Background: an optimization exercise with open tools, aiming at small area, a short achievable clock period and few clock cycles per item. Do not read the settings as production practice. In this exercise RTL edits were held to simulation tests only and were not proved equivalent to the original.

==> flow/design.v, too long to show whole: its modules and the start of the top module <==
// module swms_ram: 25 lines
// module sliding_window_mean_stddev: 359 lines
// module swms_csa_m: 496 lines
// module swms_csa_v: 874 lines
module sliding_window_mean_stddev (
    input  wire logic                               clk,
    input  wire logic                               rst_n,
    input  wire logic                               sample_valid,
    output logic                                    sample_stall,
    input  wire logic signed [swms_pkg::SAMPLE_W-1:0] sample,
    output logic                                    result_valid,
    input  wire logic                               result_stall,
    output logic signed [swms_pkg::SAMPLE_W-1:0]    mean,
    output logic        [swms_pkg::SAMPLE_W-1:0]    deviation,
    output logic                                    valid_res,
    input  wire logic                               cfg_valid,
    output logic                                    cfg_ready,
    input  wire logic   [swms_pkg::LEN_W-1:0]       window_length
);
  // ...
==> flow/run.sh <==
#!/bin/bash
# synth_recipe.tcl (not shown) runs the flow's synth.tcl, then flattens the netlist and writes it again
# the make line also repeats each setting of config.mk as NAME=value (left out here)
make -C /OpenROAD-flow-scripts/flow DESIGN_CONFIG=/design/flow/config.mk WORK_HOME=/design/flow/orfs CLKGATE_MAP_FILE= SYNTH_SCRIPT=/design/flow/synth_recipe.tcl finish
==> flow/config.mk <==
export PLATFORM = sky130hd
export DESIGN_NAME = sliding_window_mean_stddev
export DESIGN_NICKNAME = sliding_window_mean_stddev
export VERILOG_FILES = /design/flow/design.v
export SDC_FILE = /design/flow/constraint.sdc
export NUM_CORES = 4
export LEC_CHECK = 0
export ABC_CLOCK_PERIOD_IN_PS = 5000
export CAP_MARGIN = 20
export CORE_MARGIN = 2
export CORE_UTILIZATION = 55
export SETUP_SLACK_MARGIN = 5
export SLEW_MARGIN = 20
==> flow/constraint.sdc <==
create_clock -name core_clock -period 11.0 [get_ports {clk}]
set_input_delay 2.2000 -clock core_clock [delete_from_list [all_inputs] [get_ports {clk}]]
set_output_delay 2.2000 -clock core_clock [all_outputs]
set_load 0.01 [all_outputs]
==> impl_metrics.csv, run 1 <==
group,metric,value,unit
final_layout,inv_count,856,
synth,synth_top_area_share,33.7,%
final_layout,nFillCells,16900,
setup_path,r2r-end,"v_reg[43]$_DFFE_PP_",
synth,synthSimpleGateAreaFrac,7.21,%
setup_path,crit_slowest_cell,"fa_2",
clock_tree,numCtsBuffers,309,
clock_tree,clk_latency,0.95,ns
synth,synth_xor_area_share,3.76,%
final_layout,largest_reg_flops,1024,
clock_tree,cts_buffer_depth,4,
final_layout,multi_input_area,47700,sq um
synth,syn_inst,10000,
placed_design,placed_cell_area,126000,sq um
global_route,grt_pass1_wl,427000,um
global_route,grt_use_met2,39.8,%
run_status,status,"timing/DRC/antenna clean",
global_route,grt.total_usage,24.5,%
final_layout,area_delta_synth_final,14.0,%
route,met1Wirelength,121000,um
final_layout,layout-drive-gt1-share,12.3,%
clock_tree,htreeDepth,5,
setup_path,required,11.60,ns
synth,synth_edf_count,970,
clock_tree,cts_setup_buffers,84,
final_layout,stdcell_count,13400,
synth,synth_top_family_by_area,"adder cells",
Testbench counts, summed over its fixed seeds: cycles 2,520, items 2,400.
==> run 2, diff against run 1 <==
--- a/flow/config.mk
+++ b/flow/config.mk
@@ -13 +13,2 @@
 export SLEW_MARGIN = 20
+export TNS_END_PERCENT = 10
==> run 2 against run 1 <==
  * Synthesized cell count unchanged
  * Register-to-register slack improved by 0.04 ns
  * Critical path depth did not move
  * Core utilization up 0.13 points
  * Largest cell class unchanged
==> impl_metrics.csv, run 2 <==
group,metric,value,unit
clock_tree,clk_latency,0.95,ns
timing,rsz0062_at_grt,"yes",
timing,fin_crit,6.61,ns
timing,setup_tns,0,ns
synth,synth_area_leaders,"dfxtp_1 34%, edfxtp_1 24%, fa_1 6.8%",
die,core-area,220000,sq um
clock_tree,htreeDepth,5,
synth,seq_area_frac_synth,58.2,%
die,die_area,226000,sq um
timing,max_freq,151,MHz
synth,synth_top_family_by_area,"adder cells",
final_layout,final_common_cell,"dfxtp_1",
clock_tree,cts_buffer_depth,4,
final_layout,layout_common_cells,"2055 x dfxtp_1, 970 x edfxtp_1, 820 x inv_1",
final_layout,top_regs,"s64 x1024, s32 x512, s16 x256",
setup_path,start_kind,"flop",
setup_path,crit_path_end_kind,"flop",
route,dr.pass1.iters,7,
synth,synth-compound-area-share,10.1,%
final_layout,layout-drive-gt1-share,12.0,%
final_layout,stdcell_count,13500,
route,drtIter0Drc,4982,
die,initial_core_util,55.5,%
synth,yosysMostFrequentCell,"dfxtp_1",
global_route,grt_pass1_vias,73100,
route,vias,72400,
die,rows,172,
route,final_antenna_net_count,0,
clock_tree,numCtsBuffers,308,
route,drc_errors,0,
run_status,status,"timing/DRC/antenna clean",
timing,max_slew.worst_pin.slew,1.08,ns
synth,syn_inst,10000,
placed_design,dp_slack,2.89,ns
route,wl_per_cell,19.4,um
clock_tree,clk_pin_slew,0.06,ns
final_layout,largest_reg_flops,1024,
clock_tree,cts-root-buf,"clkbuf_16",
clock_tree,tritoncts,"yes",
synth,synth_xor_area_share,3.76,%
route,via_per_inst,5.37,
synth,synth_top_area_share,33.7,%
route,wl,262000,um
setup_path,required,11.62,ns
final_layout,utilization,63.4,%
timing,skew,0.0769,ns
timing,layout_setup_ws,4.39,ns
clock_tree,holdBufCountCts,0,
synth,synth_edf_count,970,
global_route,overflow,0,
die,fp.dieH,475,um
hold_path,worstHoldPathType,"reg2reg",
synth,avgSynthCellArea,12.2,sq um
synth,synth_fa_ha_area_share,14.0,%
synth,async_flop_share,0.982,%
global_route,grt.total_usage,22.9,%
setup_path,cp_max_fo,6,
global_route,grt_pass1_wl,408000,um
timing,hold_viol,0,
synth,yosys.area.top_type,"dfxtp_1",
synth,synthSimpleGateAreaFrac,7.21,%
synth,synth_cell_types,104,
global_route,grt_use_met2,38.3,%
clock_tree,cts_sinks,3055,
global_route,grtUsageMet3,3.47,%
global_route,grt_max_degree,180,
global_route,grt.busiest_layer,"met2",
setup_path,path_class,"reg2reg",
synth,muxShareOfSynthArea,2.95,%
die,dieWidth,475,um
synth,yosysWarnings,1,
global_route,antenna_found_initial,5,
job,drv_cap,0,
final_layout,nets,11400,
placed_design,post-place-cells,12800,
placed_design,place.gp.congestion,0.897,
synth,ys_seq_elements,3055,
placed_design,port_buffers,63,
timing,relSlewSlack,27.8,%
synth,synthesis.nets,11100,
placed_design,placed_cell_area,126000,sq um
final_layout,area_delta_synth_final,14.3,%
synth,ys.flop_type,"dfxtp_1",
placed_design,dp_hpwl,174000,um
final_layout,regMostFlops,"s64",
final_layout,final_area,140000,sq um
setup_path,worst_ep_arrival_time,7.23,ns
die,io_pins,65,
global_route,grt_util_met1,30.1,%
timing,drv_slew,0,
synth,syn-cell-area,122000,sq um
synth,synth_common_cells,"2055 x dfxtp_1, 970 x edfxtp_1, 846 x inv_1",
timing,fin_crit_sh,60.1,%
timing,setup_viol,0,
[run 2: critical path: stages (launching register included)]
cell and delay, ns:
edfxtp_1 0.44, buf_12 0.18, xor2_4 0.19, and2_4 0.22
buf_12 0.13, a221oi_4 0.07, fa_2 0.43, fa_1 0.56
inv_2 0.04, fa_1 0.53, fa_1 0.44, fa_2 0.35
inv_2 0.06, fa_2 0.18, inv_2 0.04, fa_2 0.33
fa_2 0.34, fa_2 0.34, fa_2 0.34, inv_2 0.07
ha_4 0.20, and2_4 0.17, a21oi_2 0.14, o21a_4 0.17
o21ai_2 0.06, a31oi_1 0.23, xor2_1 0.09
[run 2: metal layers]
metal / wire (um) / share of wire [%]
met1: 115000 / 44
met2: 125000 / 48
met3: 12000 / 4.6
met4: 9910 / 3.8
met5: 0 / 0
[run 2: repair_timing]
item	CTS	global route
buffers inserted	69	78
endpoints found under the setup margin	240	259
resized for setup	236	142
pin swaps	42	50
gates cloned	23	14
[run 2: layout make-up]
type	instances	area (sq um)
tap	2958	3700
antenna	10	25.0
timing repair inverter	2	15.0
fill	17000	80600
clock inverter	108	1300
timing repair buffer	344	3860
inverter	853	3240
multi-input combinational	5731	47500
sequential	3055	71000
clock buffer	429	8870
[run 2: cells by family (layout without fill, tap and decap cells)]
kind of cell | count (synthesis) | after routing
AO/OA/AOI/OAI | 1941 | 1941
XOR/XNOR | 521 | 521
adder cells (fa/ha/maj) | 1128 | 1128
buffers and inverters | 1238 | 1736
flip-flops | 3055 | 3055
multiplexers | 299 | 299
other | 1 | 11
AND/OR/NAND/NOR | 1836 | 1841
[run 2: metrics by stage]
step                hold slack, ns
floorplan                    0.310
global placement             0.310
detailed placement           0.312
CTS                          0.274
global route                 0.279
finish                       0.278
[run 2: final timing paths]
| kind | from | end | slack [ns] | cells past startpoint |
|---|---|---|---|---|
| setup / recovery | dC[3]$_DFFE_PN_ | v_reg[43]$_DFFE_PP_ | 4.39 | 26 |
| hold / removal | s64[285]$_DFF_P_ | s64[301]$_DFF_P_ | 0.28 | 0 |
| setup reg to reg | dC[3]$_DFFE_PN_ | v_reg[43]$_DFFE_PP_ | 4.39 | 26 |
| hold reg to reg | s64[285]$_DFF_P_ | s64[301]$_DFF_P_ | 0.28 | 0 |
| max in group asynchronous | rst_n | n_reg[6]$_DFFE_PN1P_ | 8.97 | 2 |
| min in group asynchronous | rst_n | fill_reg[1]$_DFFE_PN0P_ | 1.68 | 2 |

afterwards: timing with drivers on the ports:
The flow's constraints put no driver on any port. The routed layouts listed below were extracted and timed again, unchanged, in two steps.
Step 1: set_driving_cell puts a clkbuf_16 on clk and a buf_2 on each other input, an assumption about the parent block.
Step 2, shift: input delay + t, output delay - t, t = (earliest + latest rising clock arrival at the registers) / 2. This alone moves slack from input paths to output paths.
a / b / c = ideal ports / drivers / drivers and shift; a / b = the first two.
| run | shift t [ns] | slack for setup (ns) | cell pins on the clock port's net |
|---|---|---|---|
| run 1 | 0.993 | 4.346 / 4.346 / 4.346 | 1 |
| run 2 | 0.998 | 4.390 / 4.390 / 3.904 | 1 |
After both steps setup and hold are still met in every run listed. For run 2, which loses most, drivers alone change the setup slack by 0.000 ns; drivers and shift together by -0.486 ns.
